Context: an optimization exercise on an open-source flow, tuned for small area. The choices shown serve that exercise and are no tape-out recipe.
In this exercise RTL edits were held to simulation tests only and were not proved equivalent to the original.
Power and IR drop assume default switching activity.

`flow/design.v`:
```
`default_nettype none
package timetag_pkg;
	typedef enum logic [7:0] {
		DET_ENABLE   = 8'h01,
		SEQ_RUN      = 8'h02,
		SEQ_INIT     = 8'h03,
		SEQ_TIMING_0 = 8'h10,
		SEQ_TIMING_1 = 8'h11,
		SEQ_TIMING_2 = 8'h12,
		SEQ_TIMING_3 = 8'h13
	} reg_addr_e;
	typedef enum logic {
		REC_PHOTON = 1'b0,
		REC_LASER  = 1'b1
	} rec_kind_e;
	typedef struct packed {
		logic [31-4:0] reserved;
		logic [4-1:0]  mask;
	} reg_mask_t;
	typedef struct packed {
		logic [15:0] high_count;
		logic [15:0] low_count;
	} reg_timing_t;
	typedef union packed {
		reg_mask_t   mask_view;
		reg_timing_t timing_view;
	} reg_value_u;
endpackage
`default_nettype wire
`timescale 1ns/1ps
`default_nettype none
module cmd_parser (
	input  wire                     clk,
	input  wire                     rst,
	input  wire [7:0]               cmd_data,
	input  wire                     cmd_wr,
	output logic                    reg_wr,
	output logic [7:0]              reg_addr,
	output logic [31:0]             reg_value
);
	localparam logic [7:0] MAX_LEN = 8'd5;
	typedef enum logic [2:0] {
		st_hunt,
		st_len,
		st_addr,
		st_value,
		st_skip
	} state_t;
	state_t      state;
	logic [7:0]  remain;
	logic [1:0]  byte_idx;
	logic [31:0] value_q;
	logic        last_byte;
	assign last_byte = (remain == 8'd1);
	assign reg_value = value_q;
	always_ff @(posedge clk) begin
		if (rst) begin
			state <= st_hunt;
			remain <= 8'd0;
			byte_idx <= 2'd0;
			reg_wr <= 1'b0;
		end else begin
			reg_wr <= 1'b0;
			if (cmd_wr) begin
				case (state)
					st_hunt: begin
						if (cmd_data == 8'hAA)
							state <= st_len;
					end
					st_len: begin
						remain <= cmd_data;
						if (cmd_data == 8'd0)
							state <= st_hunt;
						else if (cmd_data > MAX_LEN)
							state <= st_skip;
						else
							state <= st_addr;
					end
					st_addr: begin
						remain <= remain - 8'd1;
						byte_idx <= 2'd0;
						if (last_byte) begin
							reg_wr <= 1'b1;
							state <= st_hunt;
						end else begin
							state <= st_value;
						end
					end
					st_value: begin
						remain <= remain - 8'd1;
						byte_idx <= byte_idx + 2'd1;
						if (last_byte) begin
							reg_wr <= 1'b1;
							state <= st_hunt;
						end
					end
					st_skip: begin
						remain <= remain - 8'd1;
						if (last_byte)
							state <= st_hunt;
					end
					default: state <= st_hunt;
				endcase
			end
		end
	end
	always_ff @(posedge clk) begin
		if (cmd_wr && state == st_addr) begin
			reg_addr <= cmd_data;
			value_q <= '0;
		end else if (cmd_wr && state == st_value) begin
			value_q[{byte_idx, 3'b000} +: 8] <= cmd_data;
		end
	end
endmodule
`default_nettype wire
`timescale 1ns/1ps
`default_nettype none
module photon_tagger (
	input  wire                          clk,
	input  wire                          rst,
	input  wire [4-1:0]       detectors,
	input  wire                          reg_wr,
	input  wire [7:0]                    reg_addr,
	input  wire [31:0]                   reg_value,
	output logic                         hit,
	output logic [4-1:0]      hit_mask
);
	localparam int DT_BITS = $clog2(8 + 1);
	logic [4-1:0] det_en;
	logic [4-1:0] sync_a;
	logic [4-1:0] sync_b;
	logic [4-1:0] det_prev;
	logic [4-1:0] tag;
	logic [DT_BITS-1:0]      dead [4];
	always_ff @(posedge clk) begin
		if (rst)
			det_en <= '0;
		else if (reg_wr && reg_addr == timetag_pkg::DET_ENABLE)
			det_en <= reg_value[4-1:0];
	end
	always_ff @(posedge clk) begin
		if (rst) begin
			sync_a <= '0;
			sync_b <= '0;
			det_prev <= '0;
		end else begin
			sync_a <= detectors;
			sync_b <= sync_a;
			det_prev <= sync_b;
		end
	end
	always_comb begin
		for (int i = 0; i < 4; i++)
			tag[i] = det_en[i] & sync_b[i] & ~det_prev[i] & (dead[i] == '0);
	end
	always_ff @(posedge clk) begin
		if (rst) begin
			hit <= 1'b0;
			hit_mask <= '0;
		end else begin
			hit <= |tag;
			hit_mask <= tag;
		end
	end
	always_ff @(posedge clk) begin
		for (int i = 0; i < 4; i++) begin
			if (rst)
				dead[i] <= '0;
			else if (tag[i])
				dead[i] <= DT_BITS'(8 - 1);
			else if (dead[i] != '0)
				dead[i] <= dead[i] - 1'b1;
		end
	end
endmodule
`default_nettype wire
`timescale 1ns/1ps
`default_nettype none
module pulse_seq (
	input  wire                          clk,
	input  wire                          rst,
	input  wire                          reg_wr,
	input  wire [7:0]                    reg_addr,
	input  wire [31:0]                   reg_value,
	output logic [4-1:0]      laser_en,
	output logic                         toggle
);
	localparam int IDX_BITS = $clog2(4);
	logic [4-1:0] run_mask;
	logic [4-1:0] run_next;
	logic [4-1:0] init_mask;
	logic [4-1:0] flip;
	logic [7:0]              timing_idx;
	logic [31:0]             timing [4];
	logic [15:0]             cnt [4];
	function automatic logic [15:0] period(logic [31:0] t, logic lvl);
		logic [15:0] count;
		count = lvl ? t[31:16] : t[15:0];
		period = count - 16'd1;
	endfunction
	assign run_next = (reg_wr && reg_addr == timetag_pkg::SEQ_RUN) ? reg_value[4-1:0] : run_mask;
	assign timing_idx = reg_addr - timetag_pkg::SEQ_TIMING_0;
	always_ff @(posedge clk) begin
		if (rst) begin
			run_mask <= '0;
			init_mask <= '0;
			for (int i = 0; i < 4; i++)
				timing[i] <= '0;
		end else begin
			run_mask <= run_next;
			if (reg_wr && reg_addr == timetag_pkg::SEQ_INIT)
				init_mask <= reg_value[4-1:0];
			if (reg_wr && timing_idx < 8'(4))
				timing[timing_idx[IDX_BITS-1:0]] <= reg_value;
		end
	end
	always_comb begin
		for (int i = 0; i < 4; i++)
			flip[i] = run_next[i] & run_mask[i] & (cnt[i] == 16'd0);
	end
	always_ff @(posedge clk) begin
		if (rst) begin
			laser_en <= '0;
			toggle <= 1'b0;
			for (int i = 0; i < 4; i++)
				cnt[i] <= 16'd0;
		end else begin
			toggle <= |flip;
			for (int i = 0; i < 4; i++) begin
				if (!(run_next[i] && run_mask[i])) begin
					laser_en[i] <= init_mask[i];
					cnt[i] <= period(timing[i], init_mask[i]);
				end else if (flip[i]) begin
					laser_en[i] <= ~laser_en[i];
					cnt[i] <= period(timing[i], ~laser_en[i]);
				end else begin
					cnt[i] <= cnt[i] - 16'd1;
				end
			end
		end
	end
endmodule
`default_nettype wire
`timescale 1ns/1ps
`default_nettype none
module record_merger (
	input  wire                    clk,
	input  wire                    rst,
	input  wire                    hit,
	input  wire [4-1:0] hit_mask,
	input  wire                    toggle,
	input  wire [4-1:0] laser_en,
	output logic                   rec_valid,
	output logic [31:0]            rec_data
);
	logic [26-1:0] ts;
	logic                    park_valid;
	logic                    park_take;
	logic [31:0]             park_data;
	logic [31:0]             photon_word;
	logic [31:0]             laser_word;
	function automatic logic [31:0] make_record(
		logic                      kind,
		logic [4-1:0]   mask,
		logic [26-1:0]   stamp
	);
		make_record = {kind, mask, 1'b0, stamp};
	endfunction
	assign photon_word = make_record(timetag_pkg::REC_PHOTON, hit_mask, ts);
	assign laser_word = make_record(timetag_pkg::REC_LASER, laser_en, ts);
	assign park_take = toggle & (hit | park_valid);
	always_ff @(posedge clk) begin
		if (rst) begin
			ts <= '0;
			rec_valid <= 1'b0;
			park_valid <= 1'b0;
		end else begin
			ts <= ts + 1'b1;
			rec_valid <= hit | toggle | park_valid;
			park_valid <= park_take | (park_valid & hit);
		end
	end
	always_ff @(posedge clk) begin
		if (park_take)
			park_data <= laser_word;
		if (hit)
			rec_data <= photon_word;
		else if (park_valid)
			rec_data <= park_data;
		else
			rec_data <= laser_word;
	end
endmodule
`default_nettype wire
`timescale 1ns/1ps
`default_nettype none
module timetag_top (
	input  wire                     clk,
	input  wire                     rst,
	input  wire [7:0]               cmd_data,
	input  wire                     cmd_wr,
	input  wire [4-1:0]  detectors,
	output logic [4-1:0] laser_en,
	output logic                    rec_valid,
	output logic [31:0]             rec_data
);
	logic                    reg_wr;
	logic [7:0]              reg_addr;
	logic [31:0]             reg_value;
	logic                    hit;
	logic [4-1:0] hit_mask;
	logic                    toggle;
	cmd_parser u_parser (
		.clk       (clk),
		.rst       (rst),
		.cmd_data  (cmd_data),
		.cmd_wr    (cmd_wr),
		.reg_wr    (reg_wr),
		.reg_addr  (reg_addr),
		.reg_value (reg_value)
	);
	photon_tagger u_tagger (
		.clk       (clk),
		.rst       (rst),
		.detectors (detectors),
		.reg_wr    (reg_wr),
		.reg_addr  (reg_addr),
		.reg_value (reg_value),
		.hit       (hit),
		.hit_mask  (hit_mask)
	);
	pulse_seq u_seq (
		.clk       (clk),
		.rst       (rst),
		.reg_wr    (reg_wr),
		.reg_addr  (reg_addr),
		.reg_value (reg_value),
		.laser_en  (laser_en),
		.toggle    (toggle)
	);
	record_merger u_merger (
		.clk       (clk),
		.rst       (rst),
		.hit       (hit),
		.hit_mask  (hit_mask),
		.toggle    (toggle),
		.laser_en  (laser_en),
		.rec_valid (rec_valid),
		.rec_data  (rec_data)
	);
endmodule
`default_nettype wire
```
`flow/run.sh`:
```
#!/bin/bash
# synth_recipe.tcl (not shown) runs the flow's synth.tcl, then flattens the netlist and writes it again
# the make line also repeats each setting of config.mk as NAME=value (left out here)
make -C /OpenROAD-flow-scripts/flow DESIGN_CONFIG=/design/flow/config.mk WORK_HOME=/design/flow/orfs CLKGATE_MAP_FILE= SYNTH_SCRIPT=/design/flow/synth_recipe.tcl finish
```
`flow/config.mk`:
```
export PLATFORM = sky130hd
export DESIGN_NAME = timetag_top
export DESIGN_NICKNAME = timetag_top
export VERILOG_FILES = /design/flow/design.v
export SDC_FILE = /design/flow/constraint.sdc
export NUM_CORES = 4
export LEC_CHECK = 0
export CAP_MARGIN = 20
export CORE_MARGIN = 2
export CORE_UTILIZATION = 40
export SLEW_MARGIN = 20
```
`flow/constraint.sdc`:
```
create_clock -name core_clock -period 5.0 [get_ports {clk}]
set_input_delay 1.0000 -clock core_clock [delete_from_list [all_inputs] [get_ports {clk}]]
set_output_delay 1.0000 -clock core_clock [all_outputs]
set_load 0.01 [all_outputs]
```
==> results.cfg <==
[worst_setup_path]
crit_type = reg -> reg
crit_path_start = u_parser.reg_addr[0]
cp-end-kind = flop
critPathArrivalTime_ns = 4.36
cp_max_fo = 42
cp.required_ns = 5.45
cp-start-kind = flop
rr_startpoint = u_parser.reg_addr[0]

[finish]
syn2layout_area_growth_pct = 13.52
fill_cells = 4124
mostFrequentLayoutCells = nor2_1 (287), dfxtp_1 (219), edfxtp_1 (166)
final_common_cell = nor2_1
n_antenna_cell = 0
nets = 1854
drive_gt1_share_pct = 11.43

[yosys]
synth_top_family_by_area = simple AND/OR/NAND/NOR gates
synth.avg_cell_area_sq_um = 9.935
synth_nets = 1849
synth_seq_cells = 385
synth_fa_ha_area_share_pct = 1.108
ys.flop_type = dfxtp_1
synth_edf_count = 166
yosysSeqAreaShare_pct = 51.87
synth_area_sq_mm = 0.01806
ys_types = 71
syn_inst = 1818
synth_compound_area_share_pct = 13.09
synthMuxAreaShare_pct = 10.36
yosysWarnings = 6
synth-xor-area-share_pct = 2.861
synthSimpleGateAreaFrac_pct = 16.91
synthArstFlopShare_pct = 0

[power]
p_total_mw = 7.232
ir_worst_vdd_uv = 202.1
p_leak_nw = 7.188
seqPwrFrac_pct = 48.8
power_frac_clock_pct = 42.9
intPower_mw = 5.506
pwr-share-comb_pct = 8.4
power_density_mw_per_mm2 = 352.7
power_switching_mw = 1.726
p_sw_share_pct = 23.87

[route]
dr.pass1.iters = 6
via_per_inst = 5.595
drtIter0Drc = 1323
antenna_left = 0
drcViolationCount = 0
wl_per_cell_um = 18.81
routed_wl_um = 46020
vias = 13690

[timing]
fin_skew_ns = 0.01958
setup_viol_count_final = 0
fin_tns_setup_ns = 0
fin_hold_ws_ns = 0.4304
fmax_mhz = 255.8
fin_crit_sh_pct = 78.18
slew_violations = 0
slew_headroom_pct = 26.00
period_needed_ns = 3.909
hold_viol = 0
fin_ws_ns = 1.091
worst-slew-pin-transition_ns = 1.108
rsz0062_at_grt = no

[outcome]
outcome = complete, no violations

[clock_tree]
cts-hold-fix-buffers = 0
ctsResizeCount = 0
cts_root_buf = clkbuf_16
clock-sinks = 385
clock_path_buffers = 3
clock_latency_ns = 0.57
cts_setup_buffers = 0
path_clk_slew_ns = 0.06
cts_tree = yes
h-tree-depth = 2
cts_made_buffers = 42

[floorplan]
coreArea_sq_mm = 0.04441
start_util_pct = 40.67
die_w_um = 216.5
fp.dieH_um = 216.5
die_area_sq_mm = 0.04687
rows = 77
pin_count = 52

[global_routing]
grt_max_degree = 81
gr-total-overflow = 0
busiest_layer = met2
grt_pass1_vias = 12810
grtUsageTotal_pct = 19.49
grtUsageMet1_pct = 27.26
grt_use_met2_pct = 30.56
use_met3_pct = 3.298
antenna_found_initial = 0
grt_pass1_wl_um = 72140

[placed_design]
hpwl_um = 31300
routabilityCongestion = 0.8696
io_buffers = 50
pre_cts_ws_ns = 1.127

[job]
maxCapViolCount = 0

[min_path]
worstHoldStart = u_tagger.hit_mask[3]
hp-class = reg -> reg
-- worst paths after layout --
| check | endpoint | slack [ns] | cells after the start |
|---|---|---|---|
| max reg2reg | u_seq.cnt[0][14] | 1.09 | 9 |
| min reg2reg | u_merger.rec_data[30] | 0.43 | 2 |
| max | u_seq.cnt[0][14] | 1.09 | 9 |
| min | u_merger.rec_data[30] | 0.43 | 2 |
-- kinds of logic after synthesis --
logic type,Yosys count
buffers and inverters,173
AO/OA/AOI/OAI,350
multiplexers,175
flip-flops,385
adder cells (fa/ha/maj),16
XOR/XNOR,59
other,1
AND/OR/NAND/NOR,659
-- metrics by stage --
stage	instances	utilization, %	cell area, sq um
CTS	2447	46.14	20490
global route	2447	46.17	20500
detailed placement	2371	43.05	19120
finish	2447	46.17	20500
floorplan	1818	-	18060
global placement	2371	43.05	19120
-- layout make-up --
type                       instances  area [sq um]  share of cell area, %
multi-input combinational       1260          8107                  39.53
sequential                       385          9369                  45.69
tap                              592         740.7                  3.612
inverter                          57         214.0                  1.043
clock buffer                      50          1101                  5.370
timing repair buffer              77         700.7                  3.417
clock inverter                    26         272.8                  1.330
-- metal layers --
layer / share of wire [%] / wire [um] / vias to the layer above
li1: - / - / 6608
met1: 46 / 21190 / 6625
met2: 45 / 20880 / 390
met3: 5.9 / 2704 / 69
met4: 2.7 / 1243 / 0
met5: 0 / 0 / -
-- registers in the layout, indices dropped and copies added (netlist names), 2 cells and up --
signal / flops
u_seq.run_mask: 4
u_merger.park_data: 30
u_parser.value_q: 32
u_parser.remain: 8
u_parser.reg_addr: 8
u_tagger.hit_mask: 4
u_seq.timing: 128
u_merger.ts: 26
u_parser.byte_idx: 2
u_merger.rec_data: 31
u_seq.laser_en: 4
u_tagger.det_en: 4
u_tagger.sync_b: 4
u_tagger.sync_a: 4
u_seq.cnt: 64
u_tagger.det_prev: 4
u_seq.init_mask: 4
u_tagger.dead: 16
u_parser.state: 3
-- cells in the mapped netlist, drive strengths merged, types with 7 or more instances --
cell / n / share of area [%]
a311oi: 26 / 1.3
nor3: 71 / 2.0
or4: 9 / 0.42
a21oi: 108 / 3.0
nor2: 288 / 6.0
dfxtp: 219 / 24
o21ai: 51 / 1.4
o211ai: 8 / 0.33
nor3b: 11 / 0.48
buf: 25 / 0.71
nor4: 24 / 0.83
a22oi: 26 / 1.1
inv: 57 / 1.2
o31ai: 14 / 0.58
and3: 10 / 0.35
nand3: 30 / 0.83
o41ai: 7 / 0.59
xnor2: 32 / 1.6
mux2i: 80 / 4.4
a31oi: 20 / 0.69
or3: 19 / 0.66
mux2: 95 / 5.9
edfxtp: 166 / 28
ha: 16 / 1.1
clkbuf: 91 / 1.9
and4: 8 / 0.39
nor2b: 23 / 0.80
xor2: 27 / 1.3
nand2: 120 / 2.5
nand2b: 7 / 0.24
and2: 14 / 0.48
nand4: 12 / 0.42
a211oi: 42 / 1.8
-- power groups by stage --
stage,clock [mW],sequential (mW),combinational [mW]
after floorplan,0,3.56,0.462
after global placement,0,3.59,0.580
after detailed placement,0,3.59,0.600
after CTS,3.17,3.52,0.605
after global routing,3.30,3.54,0.683
final,3.10,3.53,0.605
-- critical path: stages, from the launching register on --
cell	delay [ns]
edfxtp_1	0.44
nand2b_2	0.65
o41ai_4	0.90
nor2_1	0.10
a21oi_1	0.19
ha_1	0.20
o21ai_2	0.08
or4_4	0.48
or4_1	0.43
mux2_1	0.31

## static timing again, ports no longer ideal
In the flow no input, the clock included, has a driving cell. The finished layout below was timed again as built, in two steps. Step 1, drivers: a clkbuf_16 drives clk and a buf_2 each remaining input, both assumed. Step 2 times the ports against the registers' clock, not the clock port: input delays grow and output delays shrink by t, the midpoint of the rising clock arrivals with the driver on. a / b / c = no drivers / after step 1 / after step 2; a / b = the first two.
t (ns): 0.613
slack for setup (ns): 1.091 / 1.091 / 1.091
worst setup path at the end: register to register
clock arrival spread, ns: 0.020 / 0.020
cell pins on the clock port's net: 1
After both steps this run still meets setup and hold. For this run, drivers alone change the setup slack by 0.000 ns; drivers and shift together by 0.000 ns.
